From an optimization exercise on the open Yosys and OpenROAD flow, aimed at small area, a short achievable clock period and few clock cycles per item; shortcuts taken in it are not production practice. Function was checked by simulation only, so behaviour that the tests miss may differ from the original.

==> flow/design.v (outline; a module is shown in full before it is edited, if it fits) <==
// module free_look_camera_update: 5935 lines
module free_look_camera_update (
	input  logic                  clk,
	input  logic                  arst_n,
	input  logic                  s_axis_tvalid,
	output logic                  s_axis_tready,
	input  logic [flcu_pkg::IN_W-1:0]       s_axis_tdata,
	output logic                  m_axis_tvalid,
	input  logic                  m_axis_tready,
	output logic [flcu_pkg::OUT_W-1:0]      m_axis_tdata,
	input  logic                  cfg_valid,
	output logic                  cfg_ready,
	input  logic [flcu_pkg::CFG_IDX_W-1:0]  cfg_index,
	input  logic [flcu_pkg::CFG_DATA_W-1:0] cfg_data
);
  // ...
==> flow/run.sh <==
#!/bin/bash
# synth_recipe.tcl (not shown) runs the flow's synth.tcl, then flattens the netlist and writes it again
# the make line also repeats each setting of config.mk as NAME=value (left out here)
make -C /OpenROAD-flow-scripts/flow DESIGN_CONFIG=/design/flow/config.mk WORK_HOME=/design/flow/orfs CLKGATE_MAP_FILE= SYNTH_SCRIPT=/design/flow/synth_recipe.tcl finish
==> flow/config.mk <==
export PLATFORM = sky130hd
export DESIGN_NAME = free_look_camera_update
export DESIGN_NICKNAME = free_look_camera_update
export VERILOG_FILES = /design/flow/design.v
export SDC_FILE = /design/flow/constraint.sdc
export NUM_CORES = 4
export LEC_CHECK = 0
export ABC_AREA = 1
export CAP_MARGIN = 20
export CORE_MARGIN = 2
export CORE_UTILIZATION = 40
export PLACE_DENSITY = 0.45
export SETUP_SLACK_MARGIN = 5
export SLEW_MARGIN = 20
==> flow/constraint.sdc <==
create_clock -name core_clock -period 12.0 [get_ports {clk}]
set_input_delay 2.4000 -clock core_clock [delete_from_list [all_inputs] [get_ports {clk}]]
set_output_delay 2.4000 -clock core_clock [all_outputs]
set_load 0.01 [all_outputs]
==> qor.tcl, run 1 <==
set qor(run_status) {no timing/DRC/antenna violations}
set qor(clk_latency_ns) 1.03
set qor(fillerInstances) 77307
set qor(min_delay_worst_endpoint) {r4_et[11]}
set qor(dp.cells) 45695
set qor(flow.area_growth_from_synthesis_pct) 8.52
set qor(grt_max_degree) 168
set qor(route.detailed.drc) 0
set qor(postSynthRegisterBits) 2317
set qor(post-route-period-util_pct) 58.1
set qor(slew_headroom_pct) 16.0
set qor(cpMaxStageDelayCell) {xor2_1}
set qor(critical_r2r_capture) {r6_ux[5]}
set qor(timing.critical_path.to) {r6_ux[5]}
set qor(synth-adder-area-share_pct) 28.9
set qor(critical_path_class) {register to register}
set qor(antenna_violating_nets_post_route) 0
set qor(timing.critical_path.fanout_max) 34
set qor(layout.buffer.nonclock.area_share_pct) 2.74
set qor(finish.net_count) 41430
set qor(finalMaxSlewViolations) 0
set qor(number_of_antenna_violations_at_the_first_check_in_global_routing) 53
set qor(final_report_setup_violation_count) 0
set qor(drt_iter0_drc) 19463
set qor(mostFrequentLayoutCells) {5772 x inv_1, 4754 x nand2_1, 4201 x xor2_1}
set qor(top_level_ports) 276
set qor(critPathTopFamily) {adder cells}
set qor(largest_register_ff_count) 96
set qor(worst_pin_slew_ns) 1.26
set qor(timing.max_cap.violations) 0
set qor(rrSetupSlack_ns) 5.03
set qor(synth_top_family_by_area) {adder cells}
set qor(place_ws_ns) 3.21
set qor(detailed_routed_wire_length_on_met3_mm) 62.8
set qor(setup_crit_start_kind) {register}
set qor(synth_largest_area_cell) {edfxtp_1}
Testbench counts, summed over its fixed seeds: cycles 472, frames 384.
==> inputs of run 2 (changes only) <==
==> flow/flow/run.sh (new file) <==
#!/bin/bash
set -euo pipefail
bash standard.sh SETUP_SLACK_MARGIN=6 finish > standard.log 2>&1
==> flow/standard.sh (new file) <==
#!/bin/bash
# synth_recipe.tcl (not shown) runs the flow's synth.tcl, then flattens the netlist and writes it again
# the make line also repeats each setting of config.mk as NAME=value (left out here)
make -C /OpenROAD-flow-scripts/flow DESIGN_CONFIG=/design/flow/config.mk WORK_HOME=/design/flow/orfs CLKGATE_MAP_FILE= SYNTH_SCRIPT=/design/flow/synth_recipe.tcl "${@:-finish}"
--- a/flow/config.mk
+++ b/flow/config.mk
@@ -12,3 +12,2 @@
 export PLACE_DENSITY = 0.45
-export SETUP_SLACK_MARGIN = 5
 export SLEW_MARGIN = 20
removed: flow/run.sh
==> qor.tcl, run 2 <==
set qor(run_status) {no timing/DRC/antenna violations} ;# unchanged
set qor(rsz0062_at_grt) {yes} ;# unchanged
set qor(cell_mode_on_critical_path) {nand2_4}
set qor(dp.cells) 45695 ;# unchanged
set qor(worstPathRequired_ns) 12.75 ;# was 12.61 ns
set qor(maxClockFrequency_mhz) 165 ;# was 143 MHz
set qor(portBuffers) 270 ;# unchanged
set qor(fp-row-count) 323 ;# unchanged
set qor(number_of_antenna_violations_at_the_first_check_in_global_routing) 55 ;# was 53
set qor(largest_register_ff_count) 96 ;# unchanged
set qor(slew_headroom_pct) 17.7 ;# was 16.0%
set qor(grt_max_degree) 168 ;# unchanged
set qor(drt-total-wl_mm) 1200 ;# was 1150 mm
set qor(async_flop_share_pct) 8.24 ;# unchanged
set qor(period_minus_slack_ns) 6.07 ;# was 6.97 ns
set qor(total_die_area_sq_um) 782000 ;# unchanged
set qor(clk_pin_slew_ns) 0.06 ;# about the same
set qor(synthCells) 36473 ;# unchanged
set qor(crit_path_end_kind) {register} ;# unchanged
set qor(yosys.cell_count.top_type) {inv_1} ;# unchanged
set qor(finalMaxSlewViolations) 0 ;# unchanged
set qor(yosys_warnings) 1 ;# unchanged
set qor(initial_utilization_pct) 40.1 ;# unchanged
set qor(dr.pass1.iters) 6 ;# was 8
set qor(postSynthRegisterBits) 2317 ;# unchanged
set qor(timing_hold_violations_final) 0 ;# unchanged
set qor(synth_cell_type_count) 86 ;# unchanged
set qor(cts_tree) {yes} ;# unchanged
set qor(clk_latency_ns) 1.03 ;# about the same
set qor(fin_skew_ns) 0.0614 ;# was 0.0627 ns
set qor(synth_enable_flop_cells) 2126 ;# unchanged
set qor(clkSinkCount) 2317 ;# unchanged
set qor(cts-htree-levels) 5 ;# unchanged
set qor(synth_largest_area_cell) {edfxtp_1} ;# unchanged
set qor(globalplace.congestion) 0.940 ;# unchanged
set qor(final_cell_count_no_fill) 47381 ;# was 46434
set qor(finish.net_count) 42375 ;# was 41430
set qor(die_outline_height_microns) 885 ;# unchanged
set qor(seq_area_frac_synth_pct) 22.1 ;# unchanged
set qor(clock_path_buffers) 4 ;# unchanged
set qor(critPathTopFamily) {simple AND/OR/NAND/NOR gates} ;# was adder cells
set qor(top_level_ports) 276 ;# unchanged
set qor(arrival_ns) 6.82 ;# was 7.58 ns
set qor(die_w_microns) 885 ;# unchanged
set qor(core_area_sq_um) 773000 ;# unchanged
set qor(timing.max_cap.violations) 0 ;# unchanged
set qor(flow.area_growth_from_synthesis_pct) 15.1 ;# was 8.52%
set qor(post_dr_vias_cell) 5.56 ;# was 5.52
set qor(met2RoutedLength_mm) 559 ;# was 536 mm
set qor(routed.top_layer) {met5} ;# unchanged
set qor(mostFrequentLayoutCells) {5617 x inv_1, 4525 x nand2_1, 4118 x xor2_1} ;# was 5772 x inv_1, 4754 x nand2_1, 4201 x xor2_1
set qor(route.layer.met1.wl_mm) 495 ;# was 485 mm
set qor(most_common_cell_after_layout_fill_and_taps_aside) {inv_1} ;# unchanged
set qor(globalRoute.totalOverflow) 0 ;# unchanged
set qor(via_total_after_detailed_routing) 263226 ;# was 256305
set qor(delay_of_the_slowest_critical_path_stage_ns) 0.44 ;# was 1.01 ns
set qor(grt_util_all_layers_pct) 29.3 ;# was 28.5%
set qor(timing.critical_path.fanout_max) 8 ;# was 34
set qor(first_global_vias) 267864 ;# was 263474
set qor(cpMaxStageDelayCell) {edfxtp_1} ;# was xor2_1
set qor(worst_pin_slew_ns) 1.23 ;# was 1.26 ns
set qor(route.detailed.drc) 0 ;# unchanged
set qor(setup_crit_start_kind) {register} ;# unchanged
set qor(timing.setup.tns_ns) 0 ;# unchanged
set qor(routedWlPerCell_microns) 25.4 ;# was 24.7 microns
set qor(critical_path_class) {register to register} ;# unchanged
set qor(synth_top_area_share_pct) 20.6 ;# unchanged
set qor(ys.flop_type) {edfxtp_1} ;# unchanged
set qor(hp-class) {register to register} ;# unchanged
set qor(detailed_routed_wire_length_on_met3_mm) 70.8 ;# was 62.8 mm
set qor(ys_top_cells_by_count) {5832 x inv_1, 4793 x nand2_1, 4223 x xor2_1} ;# unchanged
set qor(largest_register) {vec_q} ;# unchanged
set qor(critPathBufInv) 7 ;# was 5
set qor(final_report_setup_violation_count) 0 ;# unchanged
set qor(drive_above_1_share_pct) 11.3 ;# was 5.08%
set qor(synthTopCellsByArea) {edfxtp_1 21%, fa_1 19%, xor2_1 12%, ha_1 10%, inv_1 7.1%} ;# unchanged
set qor(postSynthAreaPerCell_sq_um) 8.50 ;# unchanged
set qor(cts_hold_buf) 0 ;# unchanged
set qor(post-route-period-util_pct) 50.6 ;# was 58.1%
set qor(synth.cell_area_sq_um) 310000 ;# unchanged
set qor(mappedNetlistNets) 41971 ;# unchanged
set qor(clock-root-buffer) {clkbuf_16} ;# unchanged
set qor(fillerInstances) 75786 ;# was 77307
set qor(wire_length_of_the_first_global_routing_pass_mm) 1750 ;# was 1710 mm
set qor(place_hpwl_mm) 876 ;# unchanged
set qor(top_regs) {vec_q: 96 flops, in0_q: 44 flops} ;# unchanged
set qor(drt_iter0_drc) 20324 ;# was 19463
set qor(antenna_violating_nets_post_route) 0 ;# unchanged
set qor(tritoncts.num_buffers) 294 ;# unchanged
==> run 2: cell count changes in the layout (fill, tap and decap cells not counted), sizes merged, moves of 2 or more <==
cell           previous run  this run
nand2                  4827      4835
diode                    25        27
dlygate4sd2               0         2
clkbuf                  357       401
bufbuf                    1        33
bufinv                   25        29
inv                    5935      5842
clkinv                  222       224
clkdlybuf4s50           269       267
buf                     737      1586
clkinvlp                 59       157
==> run 2: worst paths after layout <==
kind / startpoint / end / slack [ns] / depth (start not counted)
worst min-delay path: r3_et[11] / r4_et[11] / 0.39 / 0
min in group asynchronous: arst_n / pos_y_q[23] / 1.30 / 1
worst min register to register: r3_et[11] / r4_et[11] / 0.39 / 0
worst max-delay path: r7_k[0] / r8_hi_x[15] / 5.93 / 44
worst max register to register: r7_k[0] / r8_hi_x[15] / 5.93 / 44
max in group asynchronous: arst_n / ms_q[7] / 8.27 / 4
==> run 2: worst reg2reg max path, delay by kind of cell (launching register included) <==
family,cells,cell delay [ns]
buf+inv,7,0.93
fa+ha+maj,1,0.28
flops,1,0.44
compound gates,5,0.98
simple gates,31,3.24
==> run 2: repair_timing <==
action / CTS / global route
resized for setup: 1457 / 1567
hold endpoints to repair: 0 / 0
pin swaps: 221 / 466
endpoints found under the setup margin: 729 / 621
setup buffers: 513 / 485
cloned: 66 / 57
==> run 2: cells by family after synthesis <==
group	count (synthesis)	share of synthesized area, %
buffers and inverters	7912	9.64
AND/OR/NAND/NOR	8043	10.6
XOR/XNOR	4858	13.7
other	1	0.00121
AO/OA/AOI/OAI	7903	15.0
adder cells (fa/ha/maj)	5417	28.9
flip-flops	2317	22.1
multiplexers	22	0.0754
==> run 2: stage by stage <==
stage	instance area, sq um	setup slack (ns)	utilization, %	hold WS [ns]
after floorplan	310000	4.09	-	0.400
after global placement	324000	3.23	41.9	0.401
after detailed placement	324000	3.21	41.9	0.405
after CTS	345000	5.72	44.7	0.390
after global routing	357000	5.66	46.2	0.397
final	357000	5.93	46.2	0.391
==> run 2: per-layer routing <==
metal / vias to the layer above / GRT usage, %
li1: 121826 / -
met1: 129502 / 37.7
met2: 9401 / 48.6
met3: 2487 / 3.41
met4: 10 / 14.9
met5: - / 0
==> run 2: area by class of cell <==
type	instances	area [sq um]	area share (%)
antenna	27	67.6	0.0189
tap	10237	12800	3.59
multi-input combinational	26259	221000	62.0
clock buffer	346	7680	2.15
timing repair inverter	16	109	0.0305
timing repair buffer	1943	20600	5.77
clock inverter	190	2030	0.568
sequential	2317	68700	19.2
inverter	6046	23700	6.64
==> inputs of run 3 (changes only) <==
==> flow/flow/run.sh (replaced) <==
#!/bin/bash
set -euo pipefail
bash standard.sh SETUP_SLACK_MARGIN=6.5 finish > standard.log 2>&1
==> qor.tcl, run 3 <==
set qor(run_status) {no timing/DRC/antenna violations} ;# unchanged
set qor(timing.critical_path.to) {r8_hi_x[15]} ;# unchanged
set qor(delay_of_the_slowest_critical_path_stage_ns) 0.43 ;# was 0.44 ns
set qor(synthSimpleGateAreaFrac_pct) 10.6 ;# unchanged
set qor(clk_pin_slew_ns) 0.06 ;# about the same
set qor(yosys.cell_count.top_type) {inv_1} ;# unchanged
set qor(postSynthRegisterBits) 2317 ;# unchanged
set qor(post-route-period-util_pct) 51.0 ;# was 50.6%
set qor(dr.pass1.iters) 8 ;# was 6
set qor(fin_skew_ns) 0.0574 ;# was 0.0614 ns
set qor(maxClockFrequency_mhz) 163 ;# was 165 MHz
set qor(cts-htree-levels) 5 ;# unchanged
set qor(async_flop_share_pct) 8.24 ;# unchanged
set qor(synth_top_area_share_pct) 20.6 ;# unchanged
set qor(drt-total-wl_mm) 1270 ;# was 1200 mm
set qor(drive_above_1_share_pct) 22.3 ;# was 11.3%
set qor(drt_iter0_drc) 21856 ;# was 20324
set qor(critPathBufInv) 5 ;# was 7
set qor(crit_path_end_kind) {register} ;# unchanged
set qor(mostFrequentLayoutCells) {5233 x inv_1, 4100 x nand2_1, 3923 x xor2_1} ;# was 5617 x inv_1, 4525 x nand2_1, 4118 x xor2_1
set qor(grt_max_degree) 168 ;# unchanged
set qor(routedWlPerCell_microns) 26.1 ;# was 25.4 microns
set qor(ys.flop_type) {edfxtp_1} ;# unchanged
set qor(cell_mode_on_critical_path) {nand2_4} ;# unchanged
set qor(worstPathRequired_ns) 12.81 ;# was 12.75 ns
set qor(worstSetupStartpoint) {r7_k[0]} ;# unchanged
set qor(rrSetupSlack_ns) 5.88 ;# was 5.93 ns
set qor(r2r-start) {r7_k[0]} ;# unchanged
set qor(portBuffers) 270 ;# unchanged
set qor(wire_length_of_the_first_global_routing_pass_mm) 1830 ;# was 1750 mm
set qor(die_w_microns) 885 ;# unchanged
set qor(clock_path_buffers) 4 ;# unchanged
set qor(final_cell_count_no_fill) 48794 ;# was 47381
set qor(largest_register_ff_count) 96 ;# unchanged
set qor(post_synthesis_mux_area_share_pct) 0.0754 ;# unchanged
set qor(synth_compound_area_share_pct) 15.0 ;# unchanged
set qor(slew_headroom_pct) 22.4 ;# was 17.7%
set qor(cts_tree) {yes} ;# unchanged
set qor(place_hpwl_mm) 876 ;# unchanged
set qor(core_area_sq_um) 773000 ;# unchanged
set qor(fp-row-count) 323 ;# unchanged
set qor(largest_register) {vec_q} ;# unchanged
set qor(period_minus_slack_ns) 6.12 ;# was 6.07 ns
set qor(cpMaxStageDelayCell) {edfxtp_1} ;# unchanged
set qor(initial_utilization_pct) 40.1 ;# unchanged
set qor(clock-root-buffer) {clkbuf_16} ;# unchanged
set qor(die_outline_height_microns) 885 ;# unchanged
set qor(hp-class) {register to register} ;# unchanged
set qor(synth-adder-area-share_pct) 28.9 ;# unchanged
set qor(flow.area_growth_from_synthesis_pct) 26.5 ;# was 15.1%
set qor(synthTopCellsByArea) {edfxtp_1 21%, fa_1 19%, xor2_1 12%, ha_1 10%, inv_1 7.1%} ;# unchanged
set qor(globalplace.congestion) 0.940 ;# unchanged
set qor(finish.net_count) 43793 ;# was 42375
set qor(antenna_violating_nets_post_route) 0 ;# unchanged
set qor(synthCells) 36473 ;# unchanged
set qor(clk_latency_ns) 1.09 ;# was 1.03 ns
set qor(grt_util_all_layers_pct) 30.9 ;# was 29.3%
set qor(critical_path_class) {register to register} ;# unchanged
set qor(route.detailed.drc) 0 ;# unchanged
set qor(via_total_after_detailed_routing) 272774 ;# was 263226
set qor(setup_crit_start_kind) {register} ;# unchanged
set qor(finalMaxSlewViolations) 0 ;# unchanged
set qor(most_common_cell_after_layout_fill_and_taps_aside) {inv_1} ;# unchanged
set qor(postSynthAreaPerCell_sq_um) 8.50 ;# unchanged
set qor(timing_hold_violations_final) 0 ;# unchanged
set qor(top_level_ports) 276 ;# unchanged
set qor(synthXorXnorAreaFrac_pct) 13.7 ;# unchanged
set qor(timing.critical_path.fanout_max) 8 ;# unchanged
set qor(total_die_area_sq_um) 782000 ;# unchanged
set qor(critPathTopFamily) {simple AND/OR/NAND/NOR gates} ;# unchanged
set qor(rsz0062_at_grt) {yes} ;# unchanged
set qor(globalRoute.totalOverflow) 0 ;# unchanged
set qor(top_regs) {vec_q: 96 flops, in0_q: 44 flops} ;# unchanged
set qor(ys_top_cells_by_count) {5832 x inv_1, 4793 x nand2_1, 4223 x xor2_1} ;# unchanged
set qor(hold_ws_ns) 0.396 ;# was 0.391 ns
set qor(synth_cell_type_count) 86 ;# unchanged
set qor(timing.max_cap.violations) 0 ;# unchanged
set qor(arrival_ns) 6.93 ;# was 6.82 ns
set qor(cp_num_cells) 43 ;# was 44
set qor(synth_enable_flop_cells) 2126 ;# unchanged
set qor(mappedNetlistNets) 41971 ;# unchanged
set qor(synth_top_family_by_area) {adder cells} ;# unchanged
set qor(first_global_vias) 276907 ;# was 267864
set qor(worst_pin_slew_ns) 1.15 ;# was 1.23 ns
set qor(rr_worst_depth) 43 ;# was 44
set qor(timing.setup.tns_ns) 0 ;# unchanged
set qor(yosys_warnings) 1 ;# unchanged
set qor(seq_area_frac_synth_pct) 22.1 ;# unchanged
set qor(clkSinkCount) 2317 ;# unchanged
set qor(tritoncts.num_buffers) 294 ;# unchanged
set qor(dp.cells) 45695 ;# unchanged
set qor(final_report_setup_violation_count) 0 ;# unchanged
set qor(number_of_antenna_violations_at_the_first_check_in_global_routing) 71 ;# was 55
set qor(post_dr_vias_cell) 5.59 ;# was 5.56
set qor(critical_r2r_capture) {r8_hi_x[15]} ;# unchanged
set qor(synth_largest_area_cell) {edfxtp_1} ;# unchanged
set qor(synth.cell_area_sq_um) 310000 ;# unchanged
## run 3: worst register-to-register path, delay by kind of cell, from the launching register on
family / cells / cell delay (ns)
fa+ha+maj: 2 / 0.51
flops: 1 / 0.43
compound gates: 6 / 0.84
buf+inv: 5 / 0.75
simple gates: 30 / 3.40
## run 3: final cells by class
type / count / area, sq um
fillers: 72372 / 381000
multi-input cells: 26276 / 240000
flip-flops and latches: 2317 / 68700
repair buffers: 3337 / 36500
inverters: 6046 / 24200
well taps: 10237 / 12800
clock buffers: 346 / 7680
clock inverters: 190 / 2030
repair inverters: 23 / 203
diodes: 22 / 55.1
## run 3: repair_timing
item	4_1_cts	5_1_grt
hold buffers	0	0
cloned	191	46
setup buffers	1429	873
pin swaps	1310	1865
resized for setup	4525	3259
setup endpoints to repair	893	821
## run 3: kinds of logic after synthesis
kind of cell | after synthesis
xor gates and xnor gates | 4858
muxes | 22
DFF | 2317
AOI/OAI and AO/OA | 7903
and+or+nand+nor | 8043
buffers and inverters | 7912
other | 1
adders and majority gates | 5417
## run 3: worst min path at each step
stage,start,endpoint,slack [ns],cells after the start
floorplan,in0_q[24],r1_et[0],0.40,0
global placement,r6_bz[5],r7_bz[5],0.40,0
detailed placement,in0_q[26],r1_et[2],0.40,0
CTS,r6_ay[3],r7_ay[3],0.39,0
global route,r6_ay[3],r7_ay[3],0.40,0
finish,r3_et[11],r4_et[11],0.40,0
## run 3: metrics by stage
| step | instance area, sq um | utilization [%] | setup WS (ns) |
|---|---|---|---|
| 2_1_floorplan | 310000 | - | 4.09 |
| 3_3_place_gp | 324000 | 41.9 | 3.23 |
| 3_5_place_dp | 324000 | 41.9 | 3.21 |
| 4_1_cts | 370000 | 47.9 | 5.72 |
| 5_1_grt | 392000 | 50.7 | 5.63 |
| 6_report | 392000 | 50.7 | 5.88 |
## run 3: layer usage
layer | share of wire (%) | routed length (microns) | global-route usage [%]
met5 | 0.013 | 165 | 0
met4 | 7.3 | 93200 | 17.7
met3 | 6.4 | 81200 | 4.37
met2 | 46 | 588000 | 51.0
met1 | 40 | 509000 | 38.9

==> what the ideal ports hide <==
The results above use ideal ports. As a check the final layouts listed here were re-extracted and re-timed, cells and wires unchanged.
Step 1, drivers: a clkbuf_16 drives clk and a buf_2 each remaining input, both assumed.
Step 2 times the ports against the registers' clock, not the clock port: input delays grow and output delays shrink by t, the midpoint of the rising clock arrivals with the driver on.
Slacks: ideal / step 1 / step 2; pairs: ideal / step 1.
run | t, ns | slack for setup (ns) | worst setup path after step 2 | worst data-port slew with drivers (ns)
run 1 | 1.149 | 5.029 / 5.029 / 5.029 | register to register | 0.09
run 2 | 1.151 | 5.926 / 5.926 / 5.868 | input to register | 0.09
run 3 | 1.167 | 5.881 / 5.881 / 5.881 | register to register | 0.10
After both steps setup and hold are still met in every run listed. The setup slack of run 2, which loses most, moves by 0.000 ns with the drivers and by -0.058 ns with both steps.
